This is an optimization exercise on Yosys and OpenROAD, whose aim is small area, not a production implementation. Function was checked by simulation only, so behaviour that the tests miss may differ from the original. Power figures rest on the tool's default switching activity, not on a simulated workload.

--- design/flow/config.mk ---
export PLATFORM = sky130hd
export DESIGN_NAME = ex_stage
export DESIGN_NICKNAME = ex_stage
export VERILOG_FILES = /design/flow/design.v
export SDC_FILE = /design/flow/constraint.sdc
export NUM_CORES = 4
export LEC_CHECK = 0
export CAP_MARGIN = 5
export CORE_MARGIN = 2
export CORE_UTILIZATION = 50
export CTS_BUF_LIST = sky130_fd_sc_hd__clkbuf_8
export GPL_TIMING_DRIVEN = 0
export SETUP_SLACK_MARGIN = 0.2
export SLEW_MARGIN = 5
--- design/flow/constraint.sdc ---
create_clock -name core_clock -period 9.0 [get_ports {clk}]
set_input_delay 1.8000 -clock core_clock [delete_from_list [all_inputs] [get_ports {clk}]]
set_output_delay 1.8000 -clock core_clock [all_outputs]
set_load 0.01 [all_outputs]
--- design/flow/design.v ---
package ex_stage_pkg;
    localparam int XLEN_DEF = 64;
endpackage
module ex_stage_add #(
    parameter int W = 64
) (
    input  logic [W-1:0] a,
    input  logic [W-1:0] b,
    input  logic         ci,
    output logic [W-1:0] s,
    output logic [W-1:0] p,
    output logic [W-1:0] g,
    output logic         co,
    output logic         c_msb
);
    logic [W-1:0] gg, pp;
    always_comb begin
        p  = a ^ b;
        g  = a & b;
        gg = g;
        pp = p;
        gg[0] = g[0] | (p[0] & ci);
        for (int l = 0; (1 << l) < W; l++) begin
            for (int j = (2 << l) - 1; j < W; j += (2 << l)) begin
                gg[j] = gg[j] | (pp[j] & gg[j - (1 << l)]);
                pp[j] = pp[j] & pp[j - (1 << l)];
            end
        end
        for (int l = $clog2(W) - 2; l >= 0; l--) begin
            for (int j = (3 << l) - 1; j < W; j += (2 << l)) begin
                gg[j] = gg[j] | (pp[j] & gg[j - (1 << l)]);
                pp[j] = pp[j] & pp[j - (1 << l)];
            end
        end
        s  = p ^ {gg[W-2:0], ci};
        co = gg[W-1];
        c_msb = gg[W-2];
    end
endmodule
module ex_stage_fwd (
    input  logic [4:0]  rs,
    input  logic        ex_ok,
    input  logic [4:0]  ex_rd,
    input  logic [63:0] ex_data,
    input  logic        force_ex,
    input  logic        wb_we,
    input  logic [4:0]  wb_rd,
    input  logic [63:0] wb_data,
    input  logic [63:0] rf_data,
    output logic [63:0] y
);
    logic ex_hit, wb_hit;
    assign ex_hit = (ex_ok && ex_rd == rs) || force_ex;
    assign wb_hit = wb_we && (wb_rd != 5'd0) && (wb_rd == rs);
    assign y = ex_hit ? ex_data : (wb_hit ? wb_data : rf_data);
endmodule
module ex_stage_shl (
    input  logic [63:0] a,
    input  logic [5:0]  sh,
    input  logic        rev,
    input  logic        fill,
    output logic [63:0] y
);
    always_comb begin
        for (int i = 0; i < 64; i++) y[i] = rev ? a[63-i] : a[i];
        for (int l = 0; l < 6; l++)
            if (sh[l])
                for (int i = 63; i >= 0; i--)
                    y[i] = (i >= (1 << l)) ? y[i - (1 << l)] : fill;
    end
endmodule
module ex_stage
#(
    parameter int XLEN = ex_stage_pkg::XLEN_DEF
) (
    input  logic            clk,
    input  logic            reset,
    input  logic [XLEN-1:0] pc_ex,
    input  logic [XLEN-1:0] rdata1_ex,
    input  logic [XLEN-1:0] rdata2_ex,
    input  logic [XLEN-1:0] imm_ex,
    input  logic [4:0]      rs1_ex,
    input  logic [4:0]      rs2_ex,
    input  logic [4:0]      rd_ex,
    input  logic [3:0]      funct_ex,
    input  logic [1:0]      aluop_ex,
    input  logic            alusrc_ex,
    input  logic            mul_ex,
    input  logic            branch_ex,
    input  logic            memread_ex,
    input  logic            memtoreg_ex,
    input  logic            memwrite_ex,
    input  logic            regwrite_ex,
    input  logic [4:0]      memwb_rd,
    input  logic            memwb_regwrite,
    input  logic [XLEN-1:0] memwb_wdata,
    input  logic            ex_flush,
    output logic [XLEN-1:0] mem_branch_tgt,
    output logic [XLEN-1:0] mem_alu_result,
    output logic [XLEN-1:0] mem_store_data,
    output logic            mem_zero,
    output logic [4:0]      mem_rd,
    output logic            mem_branch,
    output logic            mem_memread,
    output logic            mem_memtoreg,
    output logic            mem_memwrite,
    output logic            mem_regwrite,
    output logic            ex_stall
);
    logic [XLEN-1:0] r_alu_result, r_store_data, r_branch_tgt;
    logic [4:0]      r_rd;
    logic [4:0]      r_ctrl;       
    logic [6:0]      r_cnt;
    logic            r_ak;         
    logic w_mul_go, w_setup, w_final, w_step, w_stall;
    assign w_mul_go = mul_ex && !ex_flush;
    assign w_final  = r_cnt[6] && r_cnt[1];                             
    assign w_setup  = (r_cnt[6:2] == 5'd0) && !(r_cnt[1] && r_cnt[0]);  
    assign w_step   = !w_setup && !w_final;                             
    assign w_stall  = w_mul_go && !w_final;
    assign ex_stall = w_stall && !reset;
    logic [6:0] w_cnt_inc;
    assign w_cnt_inc = r_cnt + 7'd1;
    always_ff @(posedge clk or posedge reset) begin
        if (reset) r_cnt <= '0;
        else       r_cnt <= w_stall ? w_cnt_inc : 7'd0;
    end
    logic [63:0] w_a_next;
    always_comb
        for (int i = 0; i < 64; i++) w_a_next[i] = rdata1_ex[(65 - i) % 64];
    always_ff @(posedge clk) r_ak <= w_a_next[r_cnt[5:0]];
    logic w_ex_ok;
    assign w_ex_ok = r_ctrl[0] && !r_ctrl[2] && (r_rd != 5'd0);
    logic [XLEN-1:0] w_fwd_a, w_fwd_b;
    ex_stage_fwd u_fwd_a (
        .rs(rs1_ex), .ex_ok(w_ex_ok), .ex_rd(r_rd), .ex_data(r_alu_result), .force_ex(mul_ex),
        .wb_we(memwb_regwrite), .wb_rd(memwb_rd), .wb_data(memwb_wdata), .rf_data(rdata1_ex),
        .y(w_fwd_a)
    );
    ex_stage_fwd u_fwd_b (
        .rs(rs2_ex), .ex_ok(w_ex_ok), .ex_rd(r_rd), .ex_data(r_alu_result), .force_ex(1'b0),
        .wb_we(memwb_regwrite), .wb_rd(memwb_rd), .wb_data(memwb_wdata), .rf_data(rdata2_ex),
        .y(w_fwd_b)
    );
    logic [3:0] w_f;
    logic d_add, d_sub, d_sll, d_slt, d_sltu, d_xor, d_srl, d_sra, d_or, d_and;
    always_comb begin
        if (aluop_ex == 2'b00)      w_f = 4'b0000;
        else if (aluop_ex == 2'b01) w_f = 4'b1000;
        else if (aluop_ex[0] && funct_ex[2:0] != 3'b101) w_f = {1'b0, funct_ex[2:0]};
        else                        w_f = funct_ex;
        d_sub  = (w_f == 4'b1000);
        d_sll  = (w_f == 4'b0001);
        d_slt  = (w_f == 4'b0010);
        d_sltu = (w_f == 4'b0011);
        d_xor  = (w_f == 4'b0100);
        d_srl  = (w_f == 4'b0101);
        d_sra  = (w_f == 4'b1101);
        d_or   = (w_f == 4'b0110);
        d_and  = (w_f == 4'b0111);
        d_add  = !(d_sub || d_sll || d_slt || d_sltu || d_xor || d_srl || d_sra || d_or || d_and);
    end
    logic u_imm, u_b, u_sub;
    logic s_sum, s_dbl, s_p, s_g, s_sh, s_shr, s_slt, s_sltu;
    assign u_imm  = !mul_ex && alusrc_ex;
    assign u_b    = mul_ex ? r_ak : !alusrc_ex;
    assign u_sub  = !mul_ex && (d_sub || d_slt || d_sltu);
    assign s_sum  = mul_ex ? w_final : (d_add || d_sub);
    assign s_dbl  = mul_ex && w_step;
    assign s_p    = !mul_ex && (d_xor || d_or);
    assign s_g    = !mul_ex && (d_and || d_or);
    assign s_sh   = !mul_ex && d_sll;
    assign s_shr  = !mul_ex && (d_srl || d_sra);
    assign s_slt  = !mul_ex && d_slt;
    assign s_sltu = !mul_ex && d_sltu;
    logic [XLEN-1:0] w_op_b;
    assign w_op_b = alusrc_ex ? imm_ex : w_fwd_b;
    logic [XLEN-1:0] w_sh;
    ex_stage_shl u_shl (
        .a(w_fwd_a), .sh(w_op_b[5:0]), .rev(s_shr), .fill(d_sra && w_fwd_a[XLEN-1]), .y(w_sh)
    );
    logic [XLEN-1:0] w_y, w_sum, w_p, w_g, w_res;
    logic            w_co, w_cm, w_ltu, w_lt;
    assign w_y = ({XLEN{u_imm}} & imm_ex) | ({XLEN{u_b}} & w_fwd_b);
    ex_stage_add #(.W(XLEN)) u_add (
        .a(w_fwd_a), .b(w_y ^ {XLEN{u_sub}}), .ci(u_sub),
        .s(w_sum), .p(w_p), .g(w_g), .co(w_co), .c_msb(w_cm)
    );
    assign w_ltu = !w_co;
    assign w_lt  = w_p[XLEN-1] ? w_ltu : w_fwd_a[XLEN-1];
    always_comb begin
        w_res = ({XLEN{s_sum}} & w_sum) | ({XLEN{s_dbl}} & {w_sum[XLEN-2:0], 1'b0}) |
                ({XLEN{s_p}} & w_p) | ({XLEN{s_g}} & w_g) | ({XLEN{s_sh}} & w_sh);
        for (int i = 0; i < XLEN; i++) w_res[i] = w_res[i] | (s_shr && w_sh[XLEN-1-i]);
        w_res[0] = w_res[0] | (s_slt && w_lt) | (s_sltu && w_ltu);
    end
    localparam int TGT_RC = 8;
    logic [XLEN-1:0] w_tgt;
    logic            w_tgt_c;
    always_comb begin
        w_tgt_c = 1'b0;
        for (int i = 1; i <= TGT_RC; i++) begin
            w_tgt[i] = pc_ex[i] ^ imm_ex[i-1] ^ w_tgt_c;
            w_tgt_c  = (pc_ex[i] & imm_ex[i-1]) | (pc_ex[i] & w_tgt_c) | (imm_ex[i-1] & w_tgt_c);
        end
    end
    logic            w_tgt_co, w_tgt_cm;
    logic [XLEN-2-TGT_RC:0] w_tgt_p, w_tgt_g;
    ex_stage_add #(.W(XLEN-1-TGT_RC)) u_tgt (
        .a(pc_ex[XLEN-1:TGT_RC+1]), .b(imm_ex[XLEN-2:TGT_RC]), .ci(w_tgt_c),
        .s(w_tgt[XLEN-1:TGT_RC+1]), .p(w_tgt_p), .g(w_tgt_g), .co(w_tgt_co), .c_msb(w_tgt_cm)
    );
    assign w_tgt[0] = pc_ex[0];
    always_ff @(posedge clk or posedge reset) begin
        if (reset)                    r_ctrl <= '0;
        else if (ex_flush || w_stall) r_ctrl <= '0;
        else r_ctrl <= {branch_ex, memread_ex, memtoreg_ex, memwrite_ex, regwrite_ex};
    end
    always_ff @(posedge clk) begin
        r_alu_result <= w_res;
        r_store_data <= w_fwd_b;
        r_branch_tgt <= w_tgt;
        r_rd         <= rd_ex;
    end
    assign mem_alu_result = r_alu_result;
    assign mem_store_data = r_store_data;
    assign mem_branch_tgt = r_branch_tgt;
    assign mem_zero       = (r_alu_result == '0);
    assign mem_rd         = r_rd;
    assign {mem_branch, mem_memread, mem_memtoreg, mem_memwrite, mem_regwrite} = r_ctrl;
endmodule
--- design/flow/flow/run.sh ---
#!/bin/bash
# The standard layout (standard.sh) with these changes:
#  - synthesis maps the logic with an area-oriented ABC script (flow/area.abc); the shifter
#    (ex_stage_shl) and forwarding (ex_stage_fwd) modules are kept apart until after mapping
#    and mapped with flow/shifter.abc (ABC's amap), then flattened like the rest;
#  - every port still gets a buffer, made from the smallest buffer cell (buf_1);
#  - clock tree synthesis uses clkbuf_8 with clusters of up to 12 sinks and adds no dummy loads.
set -euo pipefail
HERE=$(pwd)
cat flow/abc_override.tcl synth_recipe.tcl > my_synth.tcl
sed "s#SYNTH_SCRIPT=[^ ]*#SYNTH_SCRIPT=$HERE/my_synth.tcl#" standard.sh > my_standard.sh
export MY_ABC_SCRIPT=$HERE/flow/area.abc
export MY_ABC_SHL_SCRIPT=$HERE/flow/shifter.abc
export MY_AMAP_MODULES="ex_stage_shl ex_stage_fwd"
export SYNTH_KEEP_MODULES="ex_stage_shl ex_stage_fwd"
export BUFFER_PORTS_ARGS="-buffer_cell sky130_fd_sc_hd__buf_1"
export CTS_ARGS="-sink_clustering_enable -repair_clock_nets -buf_list sky130_fd_sc_hd__clkbuf_8 -dont_use_dummy_load -sink_clustering_size 12 -sink_clustering_max_diameter 60"
bash my_standard.sh > flow.log 2>&1
--- design/flow/flow/abc_override.tcl ---
# Map with flow/area.abc instead of ORFS's ABC script; the modules named in MY_AMAP_MODULES
# (kept apart until after mapping) are mapped on their own with flow/shifter.abc (ABC's amap).
# Everything else is the standard flow's synthesis.
proc abc {args} {
  set i [lsearch $args -script]
  set main_args [lreplace $args [expr {$i+1}] [expr {$i+1}] $::env(MY_ABC_SCRIPT)]
  set amap_args [lreplace $args [expr {$i+1}] [expr {$i+1}] $::env(MY_ABC_SHL_SCRIPT)]
  set sel {}
  foreach m $::env(MY_AMAP_MODULES) { lappend sel "*$m*" }
  yosys abc {*}$amap_args {*}$sel
  yosys abc {*}$main_args {*}$sel %n
}
--- design/flow/flow/area.abc ---
&get -n
&st
&dch
&nf -R 30
&put
topo
stime -c
--- design/flow/flow/shifter.abc ---
strash
dch
amap
topo
stime -c
--- design/flow/standard.sh ---
#!/bin/bash
# synth_recipe.tcl (not shown) runs the flow's synth.tcl, then flattens the netlist and writes it again
# the make line also repeats each setting of config.mk as NAME=value (left out here)
make -C /OpenROAD-flow-scripts/flow DESIGN_CONFIG=/design/flow/config.mk WORK_HOME=/design/flow/orfs CLKGATE_MAP_FILE= SYNTH_SCRIPT=/design/flow/synth_recipe.tcl "${@:-finish}"
==> results of run 1 <==
[per-layer routing]
| metal | track usage | share of wire | up-vias |
|---|---|---|---|
| li1 | - | - | 10200 |
| met4 | 0.207 | 0.053 | 0 |
| met5 | 0 | 0 | - |
| met2 | 0.651 | 0.45 | 1318 |
| met1 | 0.528 | 0.40 | 10800 |
| met3 | 0.0744 | 0.093 | 245 |
[area by class of cell]
class	instances	area, µm²
well taps	474	593
multi-input cells	1925	14600
flip-flops and latches	210	4270
repair buffers	615	2950
clock buffers	25	344
diodes	3	7.51
fillers	3389	14200
inverters	77	344
[critical path: stages]
cell	delay (ns)
buf_1	0.18
clkinv_1	0.14
a221oi_1	0.44
o2111ai_4	0.28
buf_12	0.25
clkinv_4	0.25
buf_12	0.24
a22oi_1	0.12
o21ai_1	0.24
a22oi_1	0.13
xnor2_1	0.23
clkinv_1	0.14
fa_2	0.44
o21ai_4	0.19
a21oi_2	0.14
o31ai_4	0.27
a41o_2	0.38
a21oi_2	0.14
o41a_2	0.59
o311ai_4	0.35
buf_12	0.16
a31oi_4	0.16
o21ai_2	0.25
a31oi_2	0.15
fa_2	0.59
o22ai_1	0.08
a221o_1	0.30
a221o_1	0.30
[flip-flops by register name (all words and copies together) (netlist names)]
name          flops
r_ctrl            5
r_branch_tgt     64
r_store_data     64
r_cnt             7
r_alu_result     64
r_rd              5
r_ak              1
[report_power, final]
part           internal (mW)  switching (mW)
Sequential              1.14           0.158
Combinational          0.964            1.64
Clock                  0.246           0.366
[modules after synthesis, one instance, submodules excluded]
module,cells inside,flops+latches
ex_stage_shl,495,0
ex_stage_fwd,219,0
ex_stage,1279,210
[cells in the mapped netlist (33+ instances only)]
library cell	count	share of area
nand2_1	291	0.058
o21ai_0	227	0.060
clkinv_1	77	0.015
xor2_1	48	0.022
o22a_1	197	0.092
o21a_1	34	0.014
o22ai_1	114	0.038
a221o_1	45	0.024
fa_1	67	0.071
xnor2_1	76	0.035
ha_1	118	0.079
a21oi_1	100	0.027
nor2_1	87	0.017
nand3_1	33	0.0088
dfxtp_1	198	0.21
a22oi_1	231	0.092
[cell families (layout without fill, tap and decap cells)]
family,count (synthesis),count (layout),synth area share
AO/OA/AOI/OAI,1090,1090,0.411
XOR/XNOR,124,124,0.0578
adder cells (fa/ha/maj),185,185,0.150
buffers and inverters,77,717,0.0154
flip-flops,210,210,0.227
multiplexers,27,27,0.0254
other,1,4,0.000200
AND/OR/NAND/NOR,498,498,0.113
[path summary, 6_finish.rpt]
path | start | end | slack (ns) | cells after the start
min reg2reg | r_alu_result[7]$_DFF_P_ | r_store_data[7]$_DFF_P_ | 0.52 | 2
min in group asynchronous | reset | r_ctrl[3]$_DFF_PP0_ | 1.14 | 2
max reg2reg | r_rd[1]$_DFF_P_ | r_alu_result[63]$_DFF_P_ | 1.36 | 28
min | r_alu_result[7]$_DFF_P_ | r_store_data[7]$_DFF_P_ | 0.52 | 2
max in group asynchronous | reset | r_cnt[0]$_DFF_PP0_ | 7.60 | 2
max | memwb_rd[1] | r_alu_result[63]$_DFF_P_ | 0.48 | 28
[timing repair]
action / CTS / global route
resized for setup: 12 / 11
pin swaps: 0 / 2
buffers inserted: 0 / 2
hold endpoints to repair: 0 / 0
setup endpoints to repair: 30 / 21
==> impl_metrics.ini, run 1 <==
[hold_path]
holdCritPathClass = reg -> reg

[cts]
root_buffer = clkbuf_8
cts_sinks = 210
h-tree-depth = 1
ctsHoldBuffers = 0
cts_tree = yes
numCtsBuffers = 25
clk_pin_slew_ns = 0.09
cts_max_path_buffers = 3
clkLatencyLatePin_ns = 0.63

[final_layout]
final_cell_count_no_fill = 3329
fin_area_um2 = 23100
fin_util = 0.618
mostFrequentLayoutCell = buf_1
final_cell_mix = buf_1 (559), nand2_1 (290), a22oi_1 (231), dfxtp_1 (198)
drive_gt1_frac = 0.0547
areaGrowthSynthToFinish_pct = 22.8
layout.nets = 3396

[synth]
synthFlopType = dfxtp_1
yosysWarnings = 5
syn_inst = 2212
syn_area_um2 = 18800
syn_area_per_cell_um2 = 8.50
synth_nets = 2754
synth_async_sr_flop_share = 0.0571
synth_edf_count = 0
yosys_register_bits = 210
synth.distinct_cells = 55
ys_seq_area_frac = 0.227

[global_routing]
track_usage = 0.408
antenna_found_initial = 3
grt_overflow = 0
grt_pass1_vias = 21600
grt_max_degree = 65
grt_pass1_wl_um = 124000

[floorplan]
fp.dieArea_um2 = 39200
start_util = 0.504
core_um2 = 37300
fp-row-count = 71
ios = 561
die_width_um = 198
die_h_um = 198

[outcome]
outcome = complete, no violations

[place]
hpwl_um = 66000
gp_congestion = 1.00
dp_cells = 3298
io_buffers = 560
post-place-ws_ns = -1.20
place_area_um2 = 22600

[sta]
setup-tns-final_ns = 0
layout_setup_ws_ns = 0.482
timing_hold_violations_final = 0
rsz0062_at_grt = yes
fmax_mhz = 117
hold_slack_ns = 0.522
fin_crit_sh = 0.946
finalSetupViolations = 0
relSlewSlack = 0.0942
final_max_slew_viol_count = 0
period_minus_slack_ns = 8.52
clock_skew_ns = 0.0471
max_slew.worst_pin.slew_ns = 1.36

[routing]
post-route-drc-count = 0
ant_nets = 0
num_vias = 22600
drt_iter0_drc = 2364
wl_per_cell_um = 24.9
wirelength_um = 82900
drt_first_pass_iters = 6
via_per_inst = 6.79

[power_and_ir_drop]
peakVddDrop_mv = 0.123
powerDensity_nw_per_um2 = 196
leakagePower_nw = 8.36
power_mw = 4.52

[critical_path]
worstPathMaxFanout = 33
cp.required_ns = 9.48
crit_type = in -> reg
start_kind = input pin
cp.arrival_ns = 8.99
critPathCaptureType = flop

[job]
drv_cap = 0
==> run 2: changes to the inputs <==
--- a/design/flow/flow/run.sh
+++ b/design/flow/flow/run.sh
@@ -5,2 +5,3 @@
 #    and mapped with flow/shifter.abc (ABC's amap), then flattened like the rest;
+#  - the resize step's repair_design also uses gain-based buffering (flow/resize_hook.tcl);
 #  - every port still gets a buffer, made from the smallest buffer cell (buf_1);
@@ -17,2 +18,4 @@
 export CTS_ARGS="-sink_clustering_enable -repair_clock_nets -buf_list sky130_fd_sc_hd__clkbuf_8 -dont_use_dummy_load -sink_clustering_size 12 -sink_clustering_max_diameter 60"
+export PRE_RESIZE_TCL=$HERE/flow/resize_hook.tcl
+export MY_BUFFER_GAIN=4
 bash my_standard.sh > flow.log 2>&1
==> design/flow/flow/resize_hook.tcl (new file) <==
# Sourced before ORFS's resize step: its repair_design also uses gain-based buffering.
proc repair_design_helper { } {
  puts "Perform buffer insertion and gate resizing..."
  set additional_args "-verbose"
  append_env_var additional_args CAP_MARGIN -cap_margin 1
  append_env_var additional_args SLEW_MARGIN -slew_margin 1
  append_env_var additional_args MATCH_CELL_FOOTPRINT -match_cell_footprint 0
  lappend additional_args -buffer_gain $::env(MY_BUFFER_GAIN)
  log_cmd repair_design {*}$additional_args
}
==> run 2 against run 1 <==
  * The flow now stops in placement repair (3_4_place_resized)
  * Synthesized area did not move
  * Synthesized cell count stayed put
==> impl_metrics.ini, run 2 <==
[floorplan]
fp-row-count = 71
start_util = 0.504
ios = 561
die_width_um = 198
die_h_um = 198

[synth]
syn_area_um2 = 18800
synthFlopType = dfxtp_1
synth_top_area_share = 0.211
ys_seq_area_frac = 0.227
synth_top_cell_by_area = dfxtp_1
ys_top_cells_by_area = dfxtp_1 (21%), a22oi_1 (9.2%), o22a_1 (9.2%)
yosys_register_bits = 210
syn_inst = 2212
synth_edf_count = 0
synth_async_sr_flop_share = 0.0571
synth_nets = 2754
synth.distinct_cells = 55
syn_area_per_cell_um2 = 8.50
yosysMostFrequentCell = nand2_1
synth_common_cells = nand2_1 (291), a22oi_1 (231), o21ai_0 (227)
yosysWarnings = 5

[outcome]
firstError = [ERROR EST-0104] inconsistent parasitics state
stop_stage = placement repair (3_4_place_resized)
outcome = stopped before the end

[place]
io_buffers = 560
gp_congestion = 1.00
run 2: cell counts after synthesis:
No cell type changed its count.
run 2: kinds of logic after synthesis:
logic type | Yosys count | share of synthesized area
AOI/OAI and AO/OA | 1090 | 0.411
xor gates and xnor gates | 124 | 0.0578
adders and majority gates | 185 | 0.150
buffers and inverters | 77 | 0.0154
DFF | 210 | 0.227
muxes | 27 | 0.0254
other | 1 | 0.000200
and+or+nand+nor | 498 | 0.113
run 2: power groups by stage:
stage	Combinational (mW)	Sequential, mW	Clock (mW)
floorplan	1.52	1.37	0
global placement	2.43	1.31	0
run 2: how the worst max path moves through the flow:
stage,start,end,cells after the start
after global placement,mul_ex,r_alu_result[63]$_DFF_P_,20
after floorplan,rs2_ex[1],r_alu_result[63]$_DFF_P_,23
run 2: Yosys stat by module, one instance, submodules excluded:
module | copies in the design | flip-flops and latches
ex_stage | 1 | 210
ex_stage_fwd | 2 | 0
ex_stage_shl | 1 | 0
==> run 3: changes to the inputs <==
--- a/design/flow/design.v
+++ b/design/flow/design.v
@@ -59,3 +59,4 @@
     input  logic [5:0]  sh,
-    input  logic        rev,
+    input  logic        sll,
+    input  logic        sr,
     input  logic        fill,
@@ -63,4 +64,5 @@
 );
-    always_comb begin
-        for (int i = 0; i < 64; i++) y[i] = rev ? a[63-i] : a[i];
+    logic [63:0] x;
+    always_comb begin
+        for (int i = 0; i < 64; i++) x[i] = sr ? a[63-i] : a[i];
         for (int l = 0; l < 6; l++)
@@ -68,3 +70,4 @@
                 for (int i = 63; i >= 0; i--)
-                    y[i] = (i >= (1 << l)) ? y[i - (1 << l)] : fill;
+                    x[i] = (i >= (1 << l)) ? x[i - (1 << l)] : fill;
+        for (int i = 0; i < 64; i++) y[i] = (sll && x[i]) || (sr && x[63-i]);
     end
@@ -179,3 +182,3 @@
     ex_stage_shl u_shl (
-        .a(w_fwd_a), .sh(w_op_b[5:0]), .rev(s_shr), .fill(d_sra && w_fwd_a[XLEN-1]), .y(w_sh)
+        .a(w_fwd_a), .sh(w_op_b[5:0]), .sll(s_sh), .sr(s_shr), .fill(d_sra && w_fwd_a[XLEN-1]), .y(w_sh)
     );
@@ -192,4 +195,3 @@
         w_res = ({XLEN{s_sum}} & w_sum) | ({XLEN{s_dbl}} & {w_sum[XLEN-2:0], 1'b0}) |
-                ({XLEN{s_p}} & w_p) | ({XLEN{s_g}} & w_g) | ({XLEN{s_sh}} & w_sh);
-        for (int i = 0; i < XLEN; i++) w_res[i] = w_res[i] | (s_shr && w_sh[XLEN-1-i]);
+                ({XLEN{s_p}} & w_p) | ({XLEN{s_g}} & w_g) | w_sh;
         w_res[0] = w_res[0] | (s_slt && w_lt) | (s_sltu && w_ltu);
--- a/design/flow/flow/run.sh
+++ b/design/flow/flow/run.sh
@@ -5,5 +5,4 @@
 #    and mapped with flow/shifter.abc (ABC's amap), then flattened like the rest;
-#  - the resize step's repair_design also uses gain-based buffering (flow/resize_hook.tcl);
 #  - every port still gets a buffer, made from the smallest buffer cell (buf_1);
-#  - clock tree synthesis uses clkbuf_8 with clusters of up to 12 sinks and adds no dummy loads.
+#  - clock tree synthesis uses clkbuf_8 with clusters of up to 14 sinks and adds no dummy loads.
 set -euo pipefail
@@ -17,5 +16,3 @@
 export BUFFER_PORTS_ARGS="-buffer_cell sky130_fd_sc_hd__buf_1"
-export CTS_ARGS="-sink_clustering_enable -repair_clock_nets -buf_list sky130_fd_sc_hd__clkbuf_8 -dont_use_dummy_load -sink_clustering_size 12 -sink_clustering_max_diameter 60"
-export PRE_RESIZE_TCL=$HERE/flow/resize_hook.tcl
-export MY_BUFFER_GAIN=4
+export CTS_ARGS="-sink_clustering_enable -repair_clock_nets -buf_list sky130_fd_sc_hd__clkbuf_8 -dont_use_dummy_load -sink_clustering_size 14 -sink_clustering_max_diameter 70"
 bash my_standard.sh > flow.log 2>&1
==> design/flow/flow/area.abc (replaced) <==
&get -n
&st
&dch
&nf -R 30
&put
buffer -c
topo
stime -c
upsize -c
dnsize -c
removed: design/flow/flow/resize_hook.tcl
==> run 3 against run 2 <==
  * Now clean on timing, DRC and antenna
  * Synthesized area up 1.3%
  * Synthesized cell count is 1.8% higher
==> impl_metrics.ini, run 3 <==
[outcome]
outcome = complete, no violations

[sta]
rsz0062_at_grt = no
final_max_slew_viol_count = 0
finalSetupViolations = 0
clock_skew_ns = 0.0567
timing_hold_violations_final = 0
fin_crit_sh = 0.952
relSlewSlack = 0.124
period_minus_slack_ns = 8.57
max_slew.worst_pin.slew_ns = 1.31
hold_slack_ns = 0.527
fmax_mhz = 117

[routing]
wl_per_cell_um = 27.4
ant_nets = 0
num_vias = 23500
drt_iter0_drc = 2919
via_per_inst = 6.91
post-route-drc-count = 0
wirelength_um = 93100
drt_first_pass_iters = 7

[cts]
clk_pin_slew_ns = 0.10
cts_max_path_buffers = 3
clkLatencyLatePin_ns = 0.60
numCtsBuffers = 20
root_buffer = clkbuf_8
cts_tree = yes
ctsHoldBuffers = 0
h-tree-depth = 1
cts_sinks = 210

[global_routing]
met1_usage = 0.569
grt_max_degree = 129
grt_overflow = 0
antenna_found_initial = 16
track_usage = 0.449
met3_usage = 0.142
grt.busiest_layer = met2
grt_pass1_vias = 21700
grt_pass1_wl_um = 133000
gr-usage-met2 = 0.676

[synth]
yosysWarnings = 5
synth_common_cells = nand2_1 (244), a22oi_1 (227), o21ai_0 (209)
synth_async_sr_flop_share = 0.0571
yosys_register_bits = 210
yosysMostFrequentCell = nand2_1
syn_inst = 2251
synth_top_area_share = 0.208
synth_top_cell_by_area = dfxtp_1
ys_seq_area_frac = 0.224
synth.distinct_cells = 65
synth_nets = 2793
synth_edf_count = 0
syn_area_per_cell_um2 = 8.46
syn_area_um2 = 19000
ys_top_cells_by_area = dfxtp_1 (21%), o22a_1 (9.3%), a22oi_1 (9.0%)
synthFlopType = dfxtp_1

[power_and_ir_drop]
clock_power_share = 0.123
peakVddDrop_mv = 0.162
p_switching_mw = 2.13
p_seq_frac = 0.292
power.internal_mw = 2.29
p_sw_frac = 0.482
powerDensity_nw_per_um2 = 193
p_comb_frac = 0.585
leakagePower_nw = 8.08

[final_layout]
top_regs = r_alu_result: 64 flops, r_branch_tgt: 64 flops, r_store_data: 64 flops
layout.nets = 3412
drive_gt1_frac = 0.0537
mostFrequentLayoutCell = buf_1
regArea_um2 = 4260
fillCellCount = 3522
final_cell_mix = buf_1 (561), nand2_1 (244), a22oi_1 (227), o22a_1 (203), o21ai_0 (200)
multiInputGateArea_um2 = 14500
areaGrowthSynthToFinish_pct = 20.3
fin_area_um2 = 22900

[critical_path]
critical_path_buf_inv_count = 1
worst_path_most_repeated_cell = fa_2
crit_type = in -> reg
critPathCaptureType = flop
cp.required_ns = 9.48
worstPathMaxFanout = 5
slowest_stage = fa_1
cp.arrival_ns = 9.04
crit_family = adder cells
cp_slowest_stage_delay_ns = 0.46
start_kind = input pin
cp.depth = 24
reg2reg_depth = 28
cp_cell_sequence = clkbuf_2 -> ha_2 -> fa_1 -> fa_2 -> fa_1 -> fa_2 -> fa_2 -> fa_2 -> fa_2 -> fa_1 -> fa_2 -> a211oi_4 -> o31ai_4 -> a31o_4 -> a21o_1 -> a21o_4 -> a31oi_4 -> o41a_4 -> o31ai_2 -> a21o_1 -> nand3_1 -> nand2_1 -> fa_1 -> xor2_1

[floorplan]
die_width_um = 199
fp-row-count = 71
ios = 561
die_h_um = 199
start_util = 0.507
fp.dieArea_um2 = 39700
core_um2 = 37600

[place]
gp_congestion = 1.05
io_buffers = 559
hpwl_um = 74300
place_area_um2 = 22400

[job]
drv_cap = 0

[hold_path]
holdCritPathClass = reg -> reg
min_path_cells = 2
==> run 3: cell count changes after synthesis, moves of 14 or more <==
cell      before  now
clkbuf_1       0   46
a222oi_1      29    0
clkinv_1      77   24
nand2_1      291  244
nand3_1       33   14
a221o_1       45   31
o32ai_1        4   20
inv_1          0   65
o22ai_1      114  177
and2_0        15    0
o21ai_0      227  209
==> run 3: cells by family after synthesis <==
group                    after synthesis  synth area share
XOR/XNOR                             125            0.0575
flip-flops                           210             0.224
AND/OR/NAND/NOR                      434            0.0961
AO/OA/AOI/OAI                       1126             0.418
buffers and inverters                142            0.0283
other                                  1          0.000197
adder cells (fa/ha/maj)              185             0.148
multiplexers                          28            0.0283
==> run 3: path summary, 6_finish.rpt <==
path	start	end	slack, ns
worst max-delay path	imm_ex[0]	r_branch_tgt[56]$_DFF_P_	0.43
worst min-delay path	r_alu_result[7]$_DFF_P_	r_store_data[7]$_DFF_P_	0.53
worst max register to register	r_rd[1]$_DFF_P_	r_alu_result[63]$_DFF_P_	1.46
worst min register to register	r_alu_result[7]$_DFF_P_	r_store_data[7]$_DFF_P_	0.53
max in group asynchronous	reset	r_ctrl[0]$_DFF_PP0_	7.46
min in group asynchronous	reset	r_ctrl[4]$_DFF_PP0_	1.21
==> run 3: metrics by stage <==
stage	power, mW	utilization	setup TNS (ns)	setup slack, ns	instances
final	4.42	0.609	0	0.435	3397
after global routing	4.65	0.609	0	0.200	3394
after CTS	4.31	0.605	0	0.193	3369
after detailed placement	3.77	0.595	-29.44	-1.13	3345
after global placement	3.71	0.585	-220.40	-3.94	3321
after floorplan	2.91	-	-1.82	-0.297	2251
==> run 3: modules after synthesis, one instance, submodules excluded <==
module	cells inside	cell area (µm²)
ex_stage_fwd	219	1190
ex_stage_shl	562	3940
ex_stage	1251	12700
==> run 3: final cells by class <==
| type | count | share of cell area |
|---|---|---|
| Timing Repair Buffer | 597 | 0.112 |
| Tap cell | 511 | 0.0279 |
| Clock buffer | 20 | 0.0120 |
| Sequential cell | 210 | 0.186 |
| Inverter | 89 | 0.0172 |
| Buffer | 53 | 0.00896 |
| Antenna cell | 18 | 0.00197 |
| Multi-Input combinational cell | 1899 | 0.634 |
==> run 3: worst reg2reg max path: cells and delay by family, from the launching register on <==
kind | cells | cell delay, ns
AOI/OAI and AO/OA | 16 | 4.22
xor gates and xnor gates | 1 | 0.37
adders and majority gates | 2 | 0.84
buffers and inverters | 5 | 0.85
DFF | 1 | 0.39
and+or+nand+nor | 4 | 0.80
==> run 3: power by group through the flow <==
| stage | sequential, mW | clock (mW) | combinational, mW |
|---|---|---|---|
| final | 1.29 | 0.541 | 2.58 |
| after global routing | 1.31 | 0.577 | 2.77 |
| after CTS | 1.28 | 0.537 | 2.49 |
| after detailed placement | 1.30 | 0 | 2.46 |
| after global placement | 1.30 | 0 | 2.41 |
| after floorplan | 1.36 | 0 | 1.55 |
==> run 3: timing repair <==
action / in CTS / in global routing
pin swaps: 8 / 9
buffers inserted: 4 / 9
endpoints found under the setup margin: 37 / 32
resized for setup: 14 / 10
==> run 3: metal layers <==
layer	routed length, µm	vias up	part of all wire
li1	-	10300	-
met5	0	-	0
met1	34700	11200	0.37
met4	5800	0	0.062
met2	40300	1663	0.43
met3	12200	304	0.13
==> run 4: changes to the inputs <==
==> design/flow/flow/area.abc (replaced) <==
&get -n
&st
&dch
&nf -R 30
&put
buffer -c -N 16
topo
stime -c
upsize -c
dnsize -c
==> run 4 against run 3 <==
  * Global-route usage up 0.32 points
  * Wire length is 0.26% lower
  * Sequential share of layout area increased by 0.078 points
  * Critical path depth up 1
  * Highest routed layer is now met5
  * Sequential power hardly changed
  * Core utilization is 0.11 points lower
  * Setup slack better by 0.0023 ns
  * Synthesized area fell by 0.32%
  * Flip-flop and latch count is the same
  * Register-to-register slack worse by 0.20 ns
  * Clock-buffer cell count up 1
==> impl_metrics.ini, run 4 <==
[outcome]
outcome = complete, no violations

[sta]
fmax_mhz = 117
fin_crit_sh = 0.951
rsz0062_at_grt = yes
period_minus_slack_ns = 8.56
hold_slack_ns = 0.533
relSlewSlack = 0.0576
finalSetupViolations = 0
final_max_slew_viol_count = 0
max_slew.worst_pin.slew_ns = 1.41
setup-tns-final_ns = 0
timing_hold_violations_final = 0
clock_skew_ns = 0.0419

[global_routing]
grt_pass1_wl_um = 134000
met1_usage = 0.579
grt_pass1_vias = 21800
grt_max_degree = 129
track_usage = 0.452
met3_usage = 0.119
gr-usage-met2 = 0.681
grt_overflow = 0
antenna_found_initial = 15
grt.busiest_layer = met2

[power_and_ir_drop]
power_mw = 4.44
powerDensity_nw_per_um2 = 195
leakagePower_nw = 8.03
peakVddDrop_mv = 0.137

[hold_path]
min_path_cells = 2
holdCritPathClass = reg -> reg

[job]
drv_cap = 0

[synth]
syn_inst = 2236
synth_common_cells = nand2_1 (244), a22oi_1 (227), o21ai_0 (209)
synth.distinct_cells = 63
synth_nets = 2778
synth_async_sr_flop_share = 0.0571
synth_top_cell_by_area = dfxtp_1
syn_area_per_cell_um2 = 8.49
ys_top_cells_by_area = dfxtp_1 (21%), o22a_1 (9.4%), a22oi_1 (9.0%)
syn_area_um2 = 19000
synthFlopType = dfxtp_1
synth_edf_count = 0
yosys_register_bits = 210
yosysMostFrequentCell = nand2_1
synth_top_area_share = 0.209
yosysWarnings = 5
ys_seq_area_frac = 0.225

[final_layout]
areaGrowthSynthToFinish_pct = 20.1
final_cell_count_no_fill = 3377
final_cell_mix = buf_1 (566), nand2_1 (244), a22oi_1 (227), o22a_1 (203), o21ai_0 (202)
drive_gt1_frac = 0.0516
fillCellCount = 3559
mostFrequentLayoutCell = buf_1
layout.nets = 3391
fin_area_um2 = 22800
top_regs = r_alu_result: 64 flops, r_branch_tgt: 64 flops, r_store_data: 64 flops

[cts]
cts_max_path_buffers = 3
cts_sinks = 210
clkLatencyLatePin_ns = 0.59
root_buffer = clkbuf_8
ctsHoldBuffers = 0
numCtsBuffers = 21
h-tree-depth = 1
clk_pin_slew_ns = 0.10
cts_tree = yes

[place]
dp_cells = 3329
io_buffers = 559
gp_congestion = 1.00
place_area_um2 = 22300
hpwl_um = 72500

[floorplan]
ios = 561
fp.dieArea_um2 = 39500
core_um2 = 37500
die_width_um = 199
die_h_um = 199
fp-row-count = 71
start_util = 0.506

[critical_path]
cp_slowest_stage_delay_ns = 0.62
cp.arrival_ns = 9.07
crit_type = in -> reg
slowest_stage = clkdlybuf4s15_2
critPathCaptureType = flop
reg2reg_depth = 26
cp.required_ns = 9.50
start_kind = input pin
worstPathMaxFanout = 16

[routing]
drt_first_pass_iters = 6
ant_nets = 0
drt_iter0_drc = 2895
post-route-drc-count = 0
wirelength_um = 92800
num_vias = 23200
via_per_inst = 6.88
wl_per_cell_um = 27.5
[run 4: cell types whose count changed after synthesis, sizes merged]
cell / delta
buf: +8
clkbuf: -23
[run 4: worst paths after layout]
check / startpoint / endpoint / slack, ns
setup / recovery: mul_ex / r_alu_result[63]$_DFF_P_ / 0.44
min in group asynchronous: reset / r_cnt[4]$_DFF_PP0_ / 1.21
hold / removal: r_alu_result[51]$_DFF_P_ / r_store_data[51]$_DFF_P_ / 0.53
max in group asynchronous: reset / r_ctrl[4]$_DFF_PP0_ / 7.44
setup reg to reg: r_rd[1]$_DFF_P_ / r_alu_result[63]$_DFF_P_ / 1.26
hold reg to reg: r_alu_result[51]$_DFF_P_ / r_store_data[51]$_DFF_P_ / 0.53
[run 4: stage by stage]
step | utilization | setup WS (ns)
2_1_floorplan | - | -0.288
3_3_place_gp | 0.584 | -3.56
3_5_place_dp | 0.594 | -1.35
4_1_cts | 0.605 | 0.209
5_1_grt | 0.608 | 0.107
6_report | 0.608 | 0.437
[run 4: repair_timing]
item	4_1_cts	5_1_grt
pin swaps	8	6
gates resized for setup	18	17
setup endpoints to repair	60	52
setup buffers	4	4
[run 4: cell families (layout without fill, tap and decap cells)]
kind of cell	after synthesis	in the layout	share of synthesized area
fa+ha+maj	185	185	0.148
buf+inv	127	738	0.0254
compound gates	1126	1126	0.419
other cells	1	20	0.000198
flops	210	210	0.225
simple gates	434	434	0.0965
xor+xnor	125	125	0.0577
mux	28	28	0.0284
[run 4: power breakdown]
group	internal, mW	total, mW	switching (mW)
clock network	0.209	0.560	0.352
registers	1.14	1.30	0.163
logic	0.945	2.58	1.63
total	2.29	4.44	2.15
[run 4: cell type report]
class                      instances  area, µm²  share of cell area
tap                              511        639              0.0280
antenna                           19       47.5             0.00209
clock buffer                      21        289              0.0127
timing repair buffer             590       2500               0.110
buffer                            38        168             0.00735
inverter                          89        397              0.0174
sequential                       210       4260               0.187
multi-input combinational       1899      14500               0.636
[run 4: per-module statistics from Yosys, one instance, submodules excluded]
module        cells inside  times used  flops+latches  cell area [µm²]
ex_stage              1236           1            210            12700
ex_stage_shl           562           1              0             3940
ex_stage_fwd           219           2              0             1190
[run 4: layer usage]
metal	vias to the layer above	part of all wire
li1	10200	-
met1	11100	0.38
met2	1628	0.43
met3	311	0.13
met4	2	0.066
met5	-	0.00011
[run 4: worst max-delay path: cells and delay by family]
family / cells / cell delay [ns]
AND/OR/NAND/NOR: 1 / 0.09
buffers and inverters: 5 / 1.88
XOR/XNOR: 1 / 0.22
adder cells (fa/ha/maj): 2 / 0.88
AO/OA/AOI/OAI: 16 / 4.16
==> run 5: changes to the inputs <==
==> design/flow/flow/area.abc (replaced) <==
&get -n
&st
&dch
&nf -R 30
&put
buffer -c
topo
stime -c
upsize -c
dnsize -c
==> design/flow/flow/shifter.abc (replaced) <==
strash
dch
amap
buffer -c
topo
stime -c
upsize -c
dnsize -c
==> run 5 against run 4 <==
  * Sequential power is essentially flat
  * Register-to-register slack gained 0.22 ns
  * Critical path depth is 1 lower
  * Hold slack got worse by 0.017 ns
  * Total power is 5.8% higher
  * Critical path type unchanged
  * Largest cell class unchanged
  * Non-clock buffer count rose by 153
  * Flip-flop and latch count unchanged
  * First-iteration DRC count grew 48%
==> impl_metrics.ini, run 5 <==
[global_routing]
grt_max_degree = 15
track_usage = 0.521
grt_pass1_wl_um = 159000
grt_pass1_vias = 24200
grt_overflow = 0
antenna_found_initial = 22

[synth]
synth_edf_count = 0
ys_top_cells_by_area = dfxtp_1 (20%), o22a_1 (8.9%), a22oi_1 (8.5%)
synth_nets = 2955
ys_seq_area_frac = 0.214
synthFlopType = dfxtp_1
syn_inst = 2413
synth_async_sr_flop_share = 0.0571
yosys_register_bits = 210
syn_area_per_cell_um2 = 8.26
synth_top_area_share = 0.199
synth_common_cells = nand2_1 (244), a22oi_1 (227), o22a_1 (203)
synth.distinct_cells = 71
syn_area_um2 = 19900
yosysWarnings = 5
synth_top_cell_by_area = dfxtp_1
yosysMostFrequentCell = nand2_1

[hold_path]
holdCritPathClass = reg -> reg
min_path_cells = 2
hold_start = r_alu_result[44]$_DFF_P_
min_to = r_store_data[44]$_DFF_P_

[routing]
via_per_inst = 7.28
wirelength_um = 114000
wl_per_cell_um = 32.1
drt_iter0_drc = 4279
ant_nets = 0
post-route-drc-count = 0
num_vias = 25800
drt_first_pass_iters = 12

[power_and_ir_drop]
p_switching_mw = 2.38
leakagePower_nw = 8.29
peakVddDrop_mv = 0.173
p_sw_frac = 0.506
power.internal_mw = 2.32
p_comb_frac = 0.596
powerDensity_nw_per_um2 = 202
clock_power_share = 0.122
p_seq_frac = 0.282

[final_layout]
mostFrequentLayoutCell = buf_1
top_regs = r_alu_result: 64 flops, r_branch_tgt: 64 flops, r_store_data: 64 flops
fin_util = 0.587
layout.nets = 3545
fillCellCount = 3632
multiInputGateArea_um2 = 14400
final_cell_mix = buf_1 (563), nand2_1 (244), a22oi_1 (227), o22a_1 (203), dfxtp_1 (198)
regArea_um2 = 4260
drive_gt1_frac = 0.0550
fin_area_um2 = 23200
areaGrowthSynthToFinish_pct = 16.4

[place]
place_area_um2 = 22700
io_buffers = 559
hpwl_um = 94200
gp_congestion = 1.18

[critical_path]
cp.required_ns = 9.50
start_kind = input pin
cp.arrival_ns = 9.16
reg2reg_depth = 26
r2r-end = r_alu_result[63]$_DFF_P_
r2r_setup_slack_ns = 1.48
critPathCaptureType = flop
timing.rr.start = r_rd[0]$_DFF_P_
worstPathMaxFanout = 5
crit_type = in -> reg
startpoint = imm_ex[0]

[cts]
numCtsBuffers = 22
h-tree-depth = 1
cts_sinks = 210
clkLatencyLatePin_ns = 0.63
ctsHoldBuffers = 0
root_buffer = clkbuf_8
cts_tree = yes
clk_pin_slew_ns = 0.09
cts_max_path_buffers = 3

[floorplan]
fp.dieArea_um2 = 41500
die_width_um = 204
ios = 561
die_h_um = 204
start_util = 0.504
core_um2 = 39500
fp-row-count = 73

[outcome]
outcome = complete, no violations

[sta]
relSlewSlack = 0.109
period_minus_slack_ns = 8.66
fin_crit_sh = 0.962
rsz0062_at_grt = yes
timing_hold_violations_final = 0
max_slew.worst_pin.slew_ns = 1.34
setup-tns-final_ns = 0
final_max_slew_viol_count = 0
fmax_mhz = 116
clock_skew_ns = 0.0989
finalSetupViolations = 0

[job]
drv_cap = 0
-- run 5: worst max-delay path, stage by stage --
cell and delay [ns]:
clkbuf_2 0.16, ha_2 0.21, fa_1 0.45, fa_1 0.46, fa_1 0.46, fa_1 0.47
fa_2 0.43, fa_2 0.41, fa_2 0.44, fa_1 0.48, fa_2 0.46, a211oi_4 0.32
o31ai_4 0.17, a31o_4 0.31, a21o_4 0.23, a21o_4 0.26, a31oi_4 0.23, o41a_4 0.22
o31ai_2 0.11, a21o_1 0.25, nand3_1 0.08, nand2_1 0.08, fa_1 0.44, xor2_1 0.19
-- run 5: logic make-up (layout without fill, tap and decap cells) --
| logic type | after synthesis | count (layout) | synth area share |
|---|---|---|---|
| fa+ha+maj | 185 | 185 | 0.141 |
| mux | 28 | 28 | 0.0270 |
| other cells | 1 | 21 | 0.000188 |
| xor+xnor | 125 | 125 | 0.0549 |
| simple gates | 434 | 434 | 0.0918 |
| compound gates | 1126 | 1126 | 0.400 |
| flops | 210 | 210 | 0.214 |
| buf+inv | 304 | 892 | 0.0705 |
-- run 5: how the worst max path moves through the flow --
| stage | to | slack, ns | depth (start not counted) |
|---|---|---|---|
| 6_report | r_branch_tgt[56]$_DFF_P_ | 0.34 | 24 |
| 5_1_grt | r_branch_tgt[56]$_DFF_P_ | 0.16 | 24 |
| 4_1_cts | r_branch_tgt[56]$_DFF_P_ | 0.22 | 24 |
| 3_5_place_dp | r_branch_tgt[56]$_DFF_P_ | -0.95 | 24 |
| 3_3_place_gp | r_branch_tgt[56]$_DFF_P_ | -0.79 | 24 |
| 2_1_floorplan | r_branch_tgt[56]$_DFF_P_ | 0.22 | 23 |
-- run 5: layout make-up --
type | count | area share
Multi-Input combinational cell | 1899 | 0.619
Inverter | 89 | 0.0144
Clock buffer | 22 | 0.0130
Tap cell | 525 | 0.0283
Antenna cell | 20 | 0.00216
Sequential cell | 210 | 0.184
Buffer | 215 | 0.0462
Timing Repair Buffer | 566 | 0.0929
-- run 5: per-module statistics from Yosys (local to each module, per instance) --
module / flip-flops and latches / cells / cell area [µm²]
ex_stage_shl: 0 / 670 / 4410
ex_stage: 210 / 1251 / 12700
ex_stage_fwd: 0 / 246 / 1400
-- run 5: repair_timing --
| item | 4_1_cts | 5_1_grt |
|---|---|---|
| buffers inserted | 3 | 3 |
| pin swaps | 4 | 4 |
| cloned | 0 | 0 |
| endpoints found under the setup margin | 24 | 15 |
| gates resized for setup | 11 | 6 |
-- run 5: metrics by stage --
stage | std cells | hold slack (ns) | power (mW) | setup WS [ns]
floorplan | 2413 | 0.515 | 2.94 | 0.222
global placement | 3497 | 0.495 | 3.90 | -0.792
detailed placement | 3498 | 0.500 | 3.95 | -0.947
CTS | 3523 | 0.497 | 4.51 | 0.220
global route | 3542 | 0.505 | 4.84 | 0.163
finish | 3546 | 0.516 | 4.70 | 0.342
-- run 5: layer usage --
metal | up-vias | global-route usage | share of wire | routed length (µm)
met1 | 12100 | 0.601 | 0.33 | 37500
met2 | 2466 | 0.769 | 0.41 | 46800
met5 | - | 0.0440 | 0.0013 | 145
met3 | 752 | 0.194 | 0.15 | 17500
li1 | 10500 | - | - | -
met4 | 8 | 0.419 | 0.10 | 11900
-- run 5: power by group through the flow --
stage	clock, mW	sequential, mW	combinational (mW)
after floorplan	0	1.36	1.58
after global placement	0	1.32	2.58
after detailed placement	0	1.33	2.62
after CTS	0.555	1.30	2.65
after global routing	0.592	1.33	2.92
final	0.574	1.32	2.80
==> run 6: changes to the inputs <==
==> design/flow/flow/area.abc (replaced) <==
&get -n
&st
&dch
&nf -R 30
&put
buffer -c -N 32
topo
stime -c
upsize -c
dnsize -c
==> design/flow/flow/shifter.abc (replaced) <==
strash
dch
amap
topo
stime -c
==> run 6 against run 5 <==
  * Synthesized area down 5.0%
  * Synthesized cell count shrank 8.0%
  * Via count fell by 12%
  * Fmax rose by 0.95%
  * Clock power increased by 0.7%
  * Core utilization rose by 2.0 points
  * Sequential power about the same
  * Critical path type unchanged
  * Highest routed layer is now met4
==> impl_metrics.ini, run 6 <==
[outcome]
outcome = complete, no violations

[hold_path]
min_path_cells = 2
holdCritPathClass = reg -> reg

[sta]
rsz0062_at_grt = no
hold_slack_ns = 0.499
fmax_mhz = 117
period_minus_slack_ns = 8.58
final_max_slew_viol_count = 0
setup-tns-final_ns = 0
finalSetupViolations = 0
timing_hold_violations_final = 0
relSlewSlack = 0.0982
layout_setup_ws_ns = 0.424
clock_skew_ns = 0.0537
fin_crit_sh = 0.953
max_slew.worst_pin.slew_ns = 1.35

[final_layout]
layout.nets = 3376
final_cell_count_no_fill = 3344
areaGrowthSynthToFinish_pct = 20.0
final_cell_mix = buf_1 (559), nand2_1 (244), a22oi_1 (227), o21ai_0 (203), o22a_1 (203)
fin_util = 0.606
top_regs = r_alu_result: 64 flops, r_branch_tgt: 64 flops, r_store_data: 64 flops
drive_gt1_frac = 0.0544
fillCellCount = 3485
regArea_um2 = 4260
mostFrequentLayoutCell = buf_1
multiInputGateArea_um2 = 14500
fin_area_um2 = 22700

[place]
post-place-ws_ns = -1.19
dp_cells = 3314
gp_congestion = 0.934
hpwl_um = 63800
place_area_um2 = 22200
io_buffers = 559

[cts]
clk_pin_slew_ns = 0.09
ctsHoldBuffers = 0
h-tree-depth = 1
numCtsBuffers = 22
cts_tree = yes
root_buffer = clkbuf_8
cts_max_path_buffers = 3
cts_sinks = 210
clkLatencyLatePin_ns = 0.61

[synth]
yosys_register_bits = 210
synth_async_sr_flop_share = 0.0571
syn_inst = 2221
synth_nets = 2763
synth_top_cell_by_area = dfxtp_1
syn_area_um2 = 18900
syn_area_per_cell_um2 = 8.53
synth_common_cells = nand2_1 (244), a22oi_1 (227), o21ai_0 (209)
synth_top_area_share = 0.209
synth.distinct_cells = 64
synth_edf_count = 0
yosysMostFrequentCell = nand2_1
ys_seq_area_frac = 0.225
synthFlopType = dfxtp_1
yosysWarnings = 5
ys_top_cells_by_area = dfxtp_1 (21%), o22a_1 (9.4%), a22oi_1 (9.0%)

[global_routing]
grt_overflow = 0
track_usage = 0.412
grt_max_degree = 129
grt_pass1_vias = 21600
antenna_found_initial = 2
grt_pass1_wl_um = 126000

[routing]
drt_first_pass_iters = 6
drt_iter0_drc = 2865
post-route-drc-count = 0
wirelength_um = 85000
via_per_inst = 6.81
num_vias = 22800
wl_per_cell_um = 25.4
ant_nets = 0

[critical_path]
cp.arrival_ns = 9.07
cp.required_ns = 9.49
reg2reg_depth = 28
start_kind = input pin
worstPathMaxFanout = 5
crit_type = in -> reg
critPathCaptureType = flop

[power_and_ir_drop]
leakagePower_nw = 8.04
peakVddDrop_mv = 0.153
powerDensity_nw_per_um2 = 196
power_mw = 4.44

[floorplan]
die_h_um = 199
ios = 561
start_util = 0.505
fp-row-count = 71
core_um2 = 37500
die_width_um = 199
fp.dieArea_um2 = 39400

[job]
drv_cap = 0
## run 6: cell count changes after synthesis, sizes merged
| cell | change |
|---|---|
| clkbuf | -135 |
| inv | -22 |
| clkinv | +22 |
| buf | -57 |
## run 6: Yosys stat by module (local to each module, per instance)
module        area (µm²)  flip-flops and latches  times used
ex_stage           12600                     210           1
ex_stage_shl        3940                       0           1
ex_stage_fwd        1190                       0           2
## run 6: critical path: stages
cell and delay [ns]:
buf_1 0.11, ha_1 0.21, fa_1 0.47, fa_2 0.42
fa_2 0.48, fa_2 0.43, fa_2 0.41, fa_2 0.42
fa_2 0.41, fa_1 0.47, fa_2 0.44, a211oi_4 0.27
o31ai_4 0.16, a31o_4 0.31, a21o_4 0.24, a21o_4 0.27
a31oi_4 0.25, o41a_4 0.28, o31ai_2 0.12, a21o_1 0.29
nand3_1 0.11, nand2_1 0.08, fa_1 0.44, xor2_1 0.17
## run 6: layout make-up
class / instances / share of cell area
antenna: 1 / 0.000110
buffer: 23 / 0.00589
clock buffer: 22 / 0.0133
inverter: 89 / 0.0175
multi-input combinational: 1899 / 0.638
sequential: 210 / 0.188
tap: 511 / 0.0281
timing repair buffer: 589 / 0.110
## run 6: path summary, 6_finish.rpt
path,from,slack (ns),to
hold / removal,r_alu_result[6]$_DFF_P_,0.50,r_store_data[6]$_DFF_P_
max in group asynchronous,reset,7.47,r_cnt[5]$_DFF_PP0_
setup / recovery,imm_ex[0],0.42,r_branch_tgt[56]$_DFF_P_
hold reg to reg,r_alu_result[6]$_DFF_P_,0.50,r_store_data[6]$_DFF_P_
min in group asynchronous,reset,1.18,r_ctrl[1]$_DFF_PP0_
setup reg to reg,r_rd[1]$_DFF_P_,1.42,r_alu_result[62]$_DFF_P_
## run 6: metal layers
layer / global-route usage / wire length, µm / vias to the layer above
li1: - / - / 10200
met1: 0.544 / 33600 / 10900
met2: 0.662 / 38400 / 1479
met3: 0.0787 / 9380 / 209
met4: 0.169 / 3600 / 0
met5: 0 / 0 / -
## run 6: cells by family (layout without fill, tap and decap cells)
family	after synthesis	count (layout)	share of synthesized area
compound gates	1126	1126	0.420
xor+xnor	125	125	0.0578
fa+ha+maj	185	185	0.149
buf+inv	112	723	0.0233
flops	210	210	0.225
mux	28	28	0.0285
other cells	1	2	0.000198
simple gates	434	434	0.0967
## run 6: power breakdown
part           total (mW)  switching, mW  internal (mW)
clock network       0.578          0.361          0.217
logic                2.58           1.63          0.946
registers            1.29          0.149           1.14
total                4.44           2.14           2.30
## run 6: what timing repair did
action,in CTS,in global routing
gates cloned,0,0
gates resized for setup,21,18
pin swaps,7,7
setup buffers,1,6
setup endpoints to repair,33,29
==> run 7: changes to the inputs <==
==> design/flow/flow/area.abc (replaced) <==
&get -n
&st
&dch
&nf -R 30
&put
buffer -c -N 32 -S 300
topo
stime -c
upsize -c
dnsize -c
==> run 7 against run 6 <==
  * Critical path depth up 2
  * Global-route usage up 0.29 points
  * Final area up 0.51%
  * Die area about the same
  * Sequential power about the same
  * Critical endpoint is now r_alu_result[56]$_DFF_P_
  * Largest power group unchanged
==> impl_metrics.ini, run 7 <==
[routing]
ant_nets = 0
num_vias = 23000
post-route-drc-count = 0
via_per_inst = 6.86
route.met3.wl_um = 9900
wl_met2_um = 38600
wirelength_um = 85800
wl_per_cell_um = 25.6
drt_first_pass_iters = 9
dr.max_layer_used = met4
drt_iter0_drc = 2561
m1WireLength_um = 33400

[global_routing]
grt_max_degree = 129
grt_pass1_vias = 21500
grt_pass1_wl_um = 126000
antenna_found_initial = 3
grt_overflow = 0
track_usage = 0.415

[synth]
synth.distinct_cells = 64
synth-simple-area-share = 0.0967
synth-adder-area-share = 0.149
yosysWarnings = 5
synth_compound_area_frac = 0.420
ys_seq_area_frac = 0.225
syn_inst = 2221
synth_edf_count = 0
synth_nets = 2763
synth_common_cells = nand2_1 (244), a22oi_1 (227), o21ai_0 (209)
yosysMostFrequentCell = nand2_1
syn_area_um2 = 18900
synth_top_area_share = 0.209
synth_async_sr_flop_share = 0.0571
ys_top_cells_by_area = dfxtp_1 (21%), o22a_1 (9.4%), a22oi_1 (9.0%)
yosys_register_bits = 210
syn_area_per_cell_um2 = 8.52
synth_top_cell_by_area = dfxtp_1
synth_xor_area_frac = 0.0578
synthFlopType = dfxtp_1
synth_top_family_by_area = compound AO/OA/AOI/OAI gates
synth.area.mux_share = 0.0285

[power_and_ir_drop]
leakagePower_nw = 8.10
p_sw_frac = 0.483
p_switching_mw = 2.15
power_mw = 4.45
p_comb_frac = 0.585
p_seq_frac = 0.290
powerDensity_nw_per_um2 = 195
clock_power_share = 0.126
peakVddDrop_mv = 0.135
power.internal_mw = 2.30

[cts]
root_buffer = clkbuf_8
cts_max_path_buffers = 3
ctsHoldBuffers = 0
clkLatencyLatePin_ns = 0.60
cts_tree = yes
clk_pin_slew_ns = 0.09
numCtsBuffers = 21
cts_sinks = 210
h-tree-depth = 1

[final_layout]
fillCellCount = 3451
final_cell_mix = buf_1 (559), nand2_1 (244), a22oi_1 (227), o21ai_0 (204), o22a_1 (203)
layout.nets = 3381
mostFrequentLayoutCell = buf_1
areaGrowthSynthToFinish_pct = 20.7
top_regs = r_alu_result: 64 flops, r_branch_tgt: 64 flops, r_store_data: 64 flops
fin_area_um2 = 22800
drive_gt1_frac = 0.0553

[floorplan]
die_width_um = 199
ios = 561
fp-row-count = 71
core_um2 = 37500
die_h_um = 199
start_util = 0.505
fp.dieArea_um2 = 39400

[critical_path]
worstPathMaxFanout = 32
reg2reg_depth = 28
cp.arrival_ns = 9.15
crit_type = in -> reg
r2r-end = r_alu_result[62]$_DFF_P_
cp.required_ns = 9.48
cp_slowest_stage_delay_ns = 0.54
startpoint = memwb_rd[4]
start_kind = input pin
r2r_setup_slack_ns = 1.37
critPathCaptureType = flop
endpoint = r_alu_result[56]$_DFF_P_
timing.rr.start = r_rd[1]$_DFF_P_
slowest_stage = xnor2_1

[place]
hpwl_um = 64900
gp_congestion = 0.970
io_buffers = 559
place_area_um2 = 22300

[sta]
timing_hold_violations_final = 0
rsz0062_at_grt = no
final_max_slew_viol_count = 0
fin_crit_sh = 0.963
setup-tns-final_ns = 0
relSlewSlack = 0.0543
finalSetupViolations = 0
max_slew.worst_pin.slew_ns = 1.42
clock_skew_ns = 0.0752
period_minus_slack_ns = 8.66
fmax_mhz = 115
hold_slack_ns = 0.481

[hold_path]
holdCritPathClass = reg -> reg

[outcome]
outcome = complete, no violations

[job]
drv_cap = 0
[run 7: modules after synthesis (local to each module, per instance)]
module,flip-flops and latches,cell area (µm²),cells
ex_stage,210,12600,1221
ex_stage_fwd,0,1190,219
ex_stage_shl,0,3940,562
[run 7: per-stage QoR]
step,utilization,cells,setup WS (ns)
after floorplan,-,2221,-0.283
after global placement,0.583,3291,-3.95
after detailed placement,0.596,3318,-1.21
after CTS,0.606,3342,0.245
after global routing,0.609,3349,0.197
final,0.609,3349,0.336
[run 7: area by class of cell]
cell class	instances	area (µm²)	share of cell area
Buffer	23	123	0.00537
Tap cell	511	639	0.0280
Sequential cell	210	4260	0.187
Antenna cell	1	2.50	0.000110
Timing Repair Buffer	595	2650	0.116
Multi-Input combinational cell	1899	14500	0.634
Inverter	89	395	0.0173
Clock buffer	21	289	0.0127
[run 7: how the worst min path moves through the flow]
| stage | from | to | slack [ns] | cells past startpoint |
|---|---|---|---|---|
| 2_1_floorplan | r_cnt[5]$_DFF_PP0_ | r_ak$_DFF_P_ | 0.54 | 1 |
| 3_3_place_gp | r_alu_result[22]$_DFF_P_ | r_store_data[22]$_DFF_P_ | 0.52 | 2 |
| 3_5_place_dp | r_alu_result[24]$_DFF_P_ | r_store_data[24]$_DFF_P_ | 0.53 | 2 |
| 4_1_cts | r_alu_result[7]$_DFF_P_ | r_store_data[7]$_DFF_P_ | 0.49 | 2 |
| 5_1_grt | r_alu_result[7]$_DFF_P_ | r_store_data[7]$_DFF_P_ | 0.53 | 2 |
| 6_report | r_alu_result[6]$_DFF_P_ | r_store_data[6]$_DFF_P_ | 0.48 | 2 |
[run 7: critical path, delay by kind of cell]
family,cells,cell delay (ns)
buffers and inverters,3,0.86
AND/OR/NAND/NOR,3,0.46
XOR/XNOR,1,0.54
adder cells (fa/ha/maj),2,0.60
AO/OA/AOI/OAI,16,4.55
multiplexers,1,0.27
[run 7: power by group through the flow]
stage | logic, mW | clock network [mW] | registers (mW)
final | 2.60 | 0.559 | 1.29
after global routing | 2.79 | 0.585 | 1.31
after CTS | 2.51 | 0.559 | 1.28
after detailed placement | 2.48 | 0 | 1.30
after global placement | 2.41 | 0 | 1.30
after floorplan | 1.53 | 0 | 1.36
[run 7: per-layer routing]
layer / track usage / vias to the layer above
met5: 0 / -
met4: 0.187 / 0
met3: 0.0773 / 231
met2: 0.659 / 1531
met1: 0.550 / 11000
li1: - / 10200
[run 7: logic make-up after synthesis]
| family | count (synthesis) |
|---|---|
| AO/OA/AOI/OAI | 1126 |
| AND/OR/NAND/NOR | 434 |
| flip-flops | 210 |
| adder cells (fa/ha/maj) | 185 |
| XOR/XNOR | 125 |
| buffers and inverters | 112 |
| multiplexers | 28 |
| other | 1 |
[run 7: repair_timing]
item,in CTS,in global routing
gates resized for setup,17,10
setup endpoints to repair,34,14
pin swaps,6,7
endpoints found under the hold margin,0,0
setup buffers,3,5
==> run 8: changes to the inputs <==
==> design/flow/flow/area.abc (replaced) <==
&get -n
&st
&dch
&nf -R 30
&put
buffer -c -N 32
topo
stime -c
==> run 8 against run 7 <==
  * Hold slack gained 0.024 ns
  * First-iteration DRC count increased by 0.82%
  * Synthesized area rose by 2.5%
  * Critical endpoint is now r_branch_tgt[62]$_DFF_P_
==> impl_metrics.ini, run 8 <==
[outcome]
outcome = complete, no violations

[hold_path]
holdCritPathClass = reg -> reg

[global_routing]
grt_pass1_vias = 21800
antenna_found_initial = 3

[synth]
synth_async_sr_flop_share = 0.0571
synth_top_family_by_area = compound AO/OA/AOI/OAI gates
yosys_register_bits = 210
ys_seq_area_frac = 0.220
syn_area_um2 = 19400
synthFlopType = dfxtp_1
syn_inst = 2221
synth_edf_count = 0

[power_and_ir_drop]
p_switching_mw = 2.15
p_comb_frac = 0.584
p_seq_frac = 0.287
clock_power_share = 0.129
power_mw = 4.48

[critical_path]
critPathCaptureType = flop
cp.required_ns = 9.51
cp.arrival_ns = 9.18
crit_type = in -> reg
r2r_setup_slack_ns = 1.22

[floorplan]
fp-row-count = 72
die_width_um = 201
core_um2 = 38500
fp.dieArea_um2 = 40400
start_util = 0.505

[final_layout]
drive_gt1_frac = 0.0727
final_cell_count_no_fill = 3354
mostFrequentLayoutCell = buf_1
layout.nets = 3379

[routing]
num_vias = 22700
wirelength_um = 85400
drt_first_pass_iters = 7
wl_per_cell_um = 25.5
ant_nets = 0
post-route-drc-count = 0

[sta]
period_minus_slack_ns = 8.67
fin_crit_sh = 0.963
relSlewSlack = 0.109
max_slew.worst_pin.slew_ns = 1.34
fmax_mhz = 115

[job]
drv_cap = 0

[cts]
cts_sinks = 210
clkLatencyLatePin_ns = 0.62
cts_max_path_buffers = 3
root_buffer = clkbuf_8

[place]
dp_cells = 3322
gp_congestion = 0.941
==> run 8: cell count changes in the layout (fill, tap and decap cells not counted), moves of 8 or more <==
cell,before,now
mux4_1,0,20
a21o_1,8,0
and2_1,9,0
and2_2,0,9
a221o_2,0,31
buf_12,8,17
mux4_2,20,0
a221o_1,31,0
buf_2,13,0
a21o_2,0,9
==> run 8: worst max-delay path, stage by stage <==
cell and delay (ns):
buf_1 0.11, ha_1 0.21, fa_1 0.47, fa_2 0.42, fa_2 0.46, fa_1 0.48, fa_2 0.42, fa_2 0.41
fa_1 0.47, fa_2 0.43, fa_2 0.42, a211oi_4 0.30, o31ai_4 0.15, a31o_4 0.31, a21o_2 0.26, a21o_4 0.28
a31oi_4 0.24, o41a_4 0.27, o21ai_1 0.12, buf_4 0.20, a41o_2 0.31, fa_1 0.44, xor2_1 0.17
==> run 8: metrics by stage <==
step,setup WS [ns],utilization,setup TNS (ns)
after floorplan,-0.291,-,-2.07
after global placement,-3.84,0.582,-239.05
after detailed placement,-1.02,0.591,-42.21
after CTS,0.136,0.602,0
after global routing,0.198,0.605,0
final,0.335,0.605,0
==> run 8: final cells by class <==
cell class	count	area, µm²
Inverter	89	399
Multi-Input combinational cell	1899	14700
Timing Repair Buffer	592	2530
Fill cell	3570	15200
Sequential cell	210	4260
Buffer	23	460
Antenna cell	1	2.50
Tap cell	518	648
Clock buffer	22	303
==> run 8: metal layers <==
layer / GRT usage / routed length (µm)
met1: 0.543 / 34600
met2: 0.653 / 39000
met3: 0.0711 / 8780
met4: 0.148 / 3000
met5: 0 / 0
==> run 8: kinds of logic (layout without fill, tap and decap cells) <==
| family | after synthesis | count (layout) |
|---|---|---|
| fa+ha+maj | 185 | 185 |
| simple gates | 434 | 434 |
| flops | 210 | 210 |
| other cells | 1 | 2 |
| buf+inv | 112 | 726 |
| mux | 28 | 28 |
| xor+xnor | 125 | 125 |
| compound gates | 1126 | 1126 |
==> run 8: what timing repair did <==
item | CTS | global route
endpoints found under the setup margin | 46 | 22
resized for setup | 13 | 7
pin swaps | 7 | 6
hold buffers | 0 | 0
buffers inserted | 2 | 6
==> run 8: worst max path at each step <==
stage	startpoint	end	slack, ns	cells past startpoint
after floorplan	rs2_ex[1]	r_alu_result[59]$_DFF_P_	-0.29	23
after global placement	rs2_ex[1]	r_alu_result[63]$_DFF_P_	-3.84	24
after detailed placement	imm_ex[0]	r_branch_tgt[56]$_DFF_P_	-1.02	24
after CTS	imm_ex[0]	r_branch_tgt[56]$_DFF_P_	0.14	24
after global routing	imm_ex[0]	r_branch_tgt[62]$_DFF_P_	0.20	23
final	imm_ex[0]	r_branch_tgt[62]$_DFF_P_	0.33	23
==> run 8: power by group through the flow <==
stage          combinational (mW)  clock (mW)  sequential (mW)
2_1_floorplan                1.56           0             1.36
3_3_place_gp                 2.44           0             1.30
3_5_place_dp                 2.50           0             1.30
4_1_cts                      2.53       0.573             1.28
5_1_grt                      2.80       0.607             1.31
6_report                     2.61       0.576             1.29
==> run 8: per-module statistics from Yosys, one instance, submodules excluded <==
| module | cell area [µm²] | flip-flops and latches | times used |
|---|---|---|---|
| ex_stage | 13100 | 210 | 1 |
| ex_stage_fwd | 1190 | 0 | 2 |
| ex_stage_shl | 3940 | 0 | 1 |

Check on run 8: ideal ports give 0.335 ns setup slack; a clkbuf_16 on the clock port and buf_2 on the inputs give 0.372 ns; moving port delays by the midpoint clock arrival (0.639 ns) as well gives -0.267 ns.
